What follows belongs to an exercise in optimizing a design on an open flow for small area, a short achievable clock period and few clock cycles; a production flow would make more cautious choices. The RTL was checked by simulation tests, not by an equivalence proof against the original design. Power and IR drop assume default switching activity.

==> flow/design.v <==
module midpoint_circle_generator #(
  parameter int COORD_BITS  = 16,
  parameter int RADIUS_BITS = 14
) (
  input  logic                   clk,
  input  logic                   rst,
  input  logic                   cmd_valid,
  output logic                   cmd_ready,
  input  logic                   cmd_action,
  input  logic [COORD_BITS-1:0]  cmd_center_x,
  input  logic [COORD_BITS-1:0]  cmd_center_y,
  input  logic [RADIUS_BITS-1:0] cmd_radius,
  input  logic                   cmd_fill,
  input  logic                   pix_ready,
  output logic                   pix_valid,
  output logic [COORD_BITS:0]    pix_x_start,
  output logic [COORD_BITS:0]    pix_y_start,
  output logic [COORD_BITS:0]    pix_x_end,
  output logic [COORD_BITS:0]    pix_y_end,
  output logic                   pix_last_of_item,
  output logic                   pix_circle_done
);
  localparam int EB = 16;   
  localparam int SB = COORD_BITS + 1;
  localparam int RB = RADIUS_BITS;
  function automatic logic [SB-1:0] add_ks(input logic [SB-1:0] a, input logic [SB-1:0] b,
                                           input logic cin);
    logic [SB-1:0] g, pp, gn, pn, c;
    g  = a & b;
    pp = a ^ b;
    g[0] = g[0] | (pp[0] & cin);
    pn = pp;
    for (int d = 1; d < SB; d = d * 2) begin
      gn = g;
      for (int i = d; i < SB; i++) begin
        gn[i] = g[i] | (pn[i] & g[i-d]);
      end
      for (int i = SB - 1; i >= d; i--) begin
        pn[i] = pn[i] & pn[i-d];
      end
      g = gn;
    end
    c = {g[SB-2:0], cin};
    add_ks = pp ^ c;
  endfunction
  function automatic logic [6:0] form(input logic st, input logic fl, input logic [2:0] kk);
    logic [6:0] f;
    if (st && fl) begin
      case (kk[1:0])
        2'd0:    f = 7'b1001000;
        2'd1:    f = 7'b0000010;
        default: f = 7'b0010101;
      endcase
    end else if (st) begin
      case (kk[1:0])
        2'd0:    f = 7'b1000000;
        2'd1:    f = 7'b1101000;
        2'd2:    f = 7'b0000000;
        default: f = 7'b0010100;
      endcase
    end else if (fl) begin
      case (kk[1:0])
        2'd0:    f = 7'b0001000;
        2'd1:    f = 7'b0011000;
        2'd2:    f = 7'b1110000;
        default: f = 7'b1100100;
      endcase
    end else begin
      case (kk)
        3'd0:    f = 7'b0000000;
        3'd1:    f = 7'b0101000;
        3'd2:    f = 7'b0010000;
        3'd3:    f = 7'b0111000;
        3'd4:    f = 7'b1111000;
        3'd5:    f = 7'b1010000;
        3'd6:    f = 7'b1101000;
        default: f = 7'b1000100;
      endcase
    end
    form = f;
  endfunction
  logic          jv;       
  logic          start;
  logic          fill;
  logic [2:0]    k;        
  logic          run;      
  logic [15:0]   cx;
  logic [15:0]   cy;
  logic [RB-1:0] ox;
  logic [RB-1:0] oy;
  logic [EB-1:0] e;
  logic          e_ph1;    
  logic          e_ph2;    
  logic          p1;       
  logic          sw, xsn, yn, xen, lst, part, yeo;   
  logic          load, give, free, accept, take_start, take_step;
  logic          p;
  logic [RB-1:0] x, y, x_nx, y_nx;
  logic [EB-1:0] e_nx;
  logic [RB:0]   ymx;      
  logic          run_nx;
  logic [6:0]    f_give;
  assign load       = !pix_valid || pix_ready;
  assign give       = jv && load;
  assign free       = !jv || (lst && load);
  assign cmd_ready  = free;
  assign accept     = cmd_valid && free;
  assign take_start = accept && !cmd_action;
  assign take_step  = accept && cmd_action && run;
  assign x      = sw ? oy : ox;
  assign y      = sw ? ox : oy;
  assign p      = !e[EB-1];
  assign x_nx   = x + 1'b1;
  assign y_nx   = y - p;
  assign ymx    = {1'b0, y} - {1'b0, x};
  assign run_nx = !ymx[RB] && (ymx[RB-1:0] >= (p ? 14'd3 : 14'd2));
  assign e_nx   = e + (e_ph1 ? {1'b0, ox, 1'b1} : ~{1'b0, oy, 1'b0}) + {15'd0, !e_ph1};
  assign f_give = form(start, fill, k + 1'b1);
  always_ff @(posedge clk) begin
    if (rst) begin
      jv  <= 1'b0;
      run <= 1'b0;
    end else if (take_start) begin
      jv  <= 1'b1;
      run <= (cmd_radius != '0);
    end else if (take_step) begin
      jv  <= 1'b1;
      run <= run_nx;
    end else if (give && lst) begin
      jv  <= 1'b0;
    end
  end
  always_ff @(posedge clk) begin
    if (rst) begin
      e_ph1 <= 1'b0;
      e_ph2 <= 1'b0;
    end else begin
      e_ph1 <= take_step;
      e_ph2 <= e_ph1 && p1;
    end
  end
  always_ff @(posedge clk) begin
    if (take_start) begin
      cx <= cmd_center_x;
      cy <= cmd_center_y;
    end
  end
  always_ff @(posedge clk) begin
    if (take_start) begin
      e <= -({2'b00, cmd_radius});
    end else if (e_ph1 || e_ph2) begin
      e <= e_nx;
    end
  end
  always_ff @(posedge clk) begin
    if (take_step) begin
      p1 <= p;
    end
  end
  always_ff @(posedge clk) begin
    if (take_start) begin
      start <= 1'b1;
      fill  <= cmd_fill;
      k     <= 3'd0;
      {sw, xsn, yn, xen, lst, part, yeo} <= {3'b100, cmd_fill, 3'b000};
      ox    <= cmd_radius;
      oy    <= '0;
    end else if (take_step) begin
      start <= 1'b0;
      k     <= 3'd0;
      {sw, xsn, yn, xen, lst, part, yeo} <= {3'b000, fill, 3'b000};
      ox    <= x_nx;
      oy    <= y_nx;
    end else if (give) begin
      k     <= k + 1'b1;
      {sw, xsn, yn, xen, lst, part, yeo} <= f_give;
      if (f_give[6] != sw) begin
        ox <= oy;
        oy <= ox;
      end
    end
  end
  logic [SB-1:0] cx_e, cy_e, ox_e, oy_e;
  assign cx_e = {cx[15], cx};
  assign cy_e = {cy[15], cy};
  assign ox_e = {3'b000, ox};
  assign oy_e = {3'b000, oy};
  always_ff @(posedge clk) begin
    if (rst) begin
      pix_valid <= 1'b0;
    end else if (load) begin
      pix_valid <= jv && !part;
    end
  end
  logic [SB-1:0] y_sum;
  assign y_sum = add_ks(cy_e, oy_e ^ {SB{yn}}, yn);
  always_ff @(posedge clk) begin
    if (give && !yeo) begin
      pix_x_start      <= add_ks(cx_e, ox_e ^ {SB{xsn}}, xsn);
      pix_y_start      <= y_sum;
      pix_x_end        <= add_ks(cx_e, ox_e ^ {SB{xen}}, xen);
      pix_last_of_item <= lst || part;
      pix_circle_done  <= !run;
    end
  end
  always_ff @(posedge clk) begin
    if (give) begin
      pix_y_end <= y_sum;
    end
  end
endmodule
==> flow/config.mk <==
export PLATFORM = sky130hd
export DESIGN_NAME = midpoint_circle_generator
export DESIGN_NICKNAME = midpoint_circle_generator
export VERILOG_FILES = /design/flow/design.v
export SDC_FILE = /design/flow/constraint.sdc
export NUM_CORES = 4
export LEC_CHECK = 0
export ABC_AREA = 1
export CAP_MARGIN = 20
export CORE_MARGIN = 2
export CORE_UTILIZATION = 40
export CTS_BUF_LIST = sky130_fd_sc_hd__clkbuf_8
export SETUP_SLACK_MARGIN = 2.3
export SLEW_MARGIN = 20
==> flow/constraint.sdc <==
create_clock -name core_clock -period 5.0 [get_ports {clk}]
set_input_delay 1.0000 -clock core_clock [delete_from_list [all_inputs] [get_ports {clk}]]
set_output_delay 1.0000 -clock core_clock [all_outputs]
set_load 0.01 [all_outputs]
standard.sh (not shown) runs the stock make flow with config.mk's settings and CLKGATE_MAP_FILE= SYNTH_SCRIPT=/design/flow/synth_recipe.tcl, a recipe that flattens the netlist after the stock synthesis.
==> flow/flow/run.sh <==
#!/bin/bash
# The standard layout (standard.sh, unchanged synthesis and steps), except that the port
# buffers it inserts are plain sky130_fd_sc_hd__buf_1 cells rather than the default delay
# cells; the timing repairs resize them where needed. Every port still gets its buffer.
set -euo pipefail
export BUFFER_PORTS_ARGS="-buffer_cell sky130_fd_sc_hd__buf_1"
bash standard.sh > standard.log 2>&1
Testbench counts at the start, summed over its fixed seeds: cycles 39,002.
==> next run, changes <==
--- a/flow/design.v
+++ b/flow/design.v
@@ -95,11 +95,10 @@
   logic          sw, xsn, yn, xen, lst, part, yeo;   
   logic          load, give, free, accept, take_start, take_step;
   logic          p;
   logic [RB-1:0] x, y, x_nx, y_nx;
   logic [EB-1:0] e_nx;
-  logic [RB:0]   ymx;      
   logic          run_nx;
   logic [6:0]    f_give;
   assign load       = !pix_valid || pix_ready;
   assign give       = jv && load;
   assign free       = !jv || (lst && load);
@@ -110,12 +109,11 @@
   assign x      = sw ? oy : ox;
   assign y      = sw ? ox : oy;
   assign p      = !e[EB-1];
   assign x_nx   = x + 1'b1;
   assign y_nx   = y - p;
-  assign ymx    = {1'b0, y} - {1'b0, x};
-  assign run_nx = !ymx[RB] && (ymx[RB-1:0] >= (p ? 14'd3 : 14'd2));
+  assign run_nx = (ox < oy);
   assign e_nx   = e + (e_ph1 ? {1'b0, ox, 1'b1} : ~{1'b0, oy, 1'b0}) + {15'd0, !e_ph1};
   assign f_give = form(start, fill, k + 1'b1);
   always_ff @(posedge clk) begin
     if (rst) begin
       jv  <= 1'b0;
@@ -123,13 +121,17 @@
     end else if (take_start) begin
       jv  <= 1'b1;
       run <= (cmd_radius != '0);
     end else if (take_step) begin
       jv  <= 1'b1;
-      run <= run_nx;
-    end else if (give && lst) begin
-      jv  <= 1'b0;
+    end else begin
+      if (give && lst) begin
+        jv  <= 1'b0;
+      end
+      if (e_ph1) begin
+        run <= run_nx;
+      end
     end
   end
   always_ff @(posedge clk) begin
     if (rst) begin
       e_ph1 <= 1'b0;
@@ -198,11 +200,11 @@
     if (give && !yeo) begin
       pix_x_start      <= add_ks(cx_e, ox_e ^ {SB{xsn}}, xsn);
       pix_y_start      <= y_sum;
       pix_x_end        <= add_ks(cx_e, ox_e ^ {SB{xen}}, xen);
       pix_last_of_item <= lst || part;
-      pix_circle_done  <= !run;
+      pix_circle_done  <= e_ph1 ? !run_nx : !run;
     end
   end
   always_ff @(posedge clk) begin
     if (give) begin
       pix_y_end <= y_sum;
Clock skew is about the same.
Final cell count decreases by a few percent.
Design area decreases by a few percent.
Fmax increases by a few percent.
Wire length decreases by a few percent.
Utilization decreases by 2.9 points.
Hold slack improved by 11 ps.
Non-clock buffer count decreases by 54.
Global-route usage decreases by 0.17 points.
Clock power increases by roughly a tenth.
Testbench counts after the change, summed over its fixed seeds: cycles 39,002.

## port drivers added, routing unchanged
Ports are ideal in the flow. The routed layouts listed here were re-timed in OpenROAD.
Step 1, drivers: a clkbuf_16 drives clk and a buf_2 each remaining input, both assumed.
Step 2, shift: input delay + t, output delay - t, t = (earliest + latest rising clock arrival at the registers) / 2. This alone moves slack from input paths to output paths.
Three values: no drivers, after step 1, after step 2; two values: the first two.
run | t (ns) | slack for setup (ns) | worst hold slack (ns) | worst register clock-pin slew, ns | pins driven straight from the clock port
the first run | 0.506 | 2.344 / 2.344 / 1.981 | 0.485 / 0.485 / 0.485 | 0.11 / 0.11 | 1
the second run | 0.497 | 2.469 / 2.446 / 2.020 | 0.496 / 0.496 / 0.496 | 0.11 / 0.11 | 1
After both steps setup and hold are still met in every run listed. The setup slack of the second run, which loses most, moves by -0.023 ns with the drivers and by -0.449 ns with both steps.
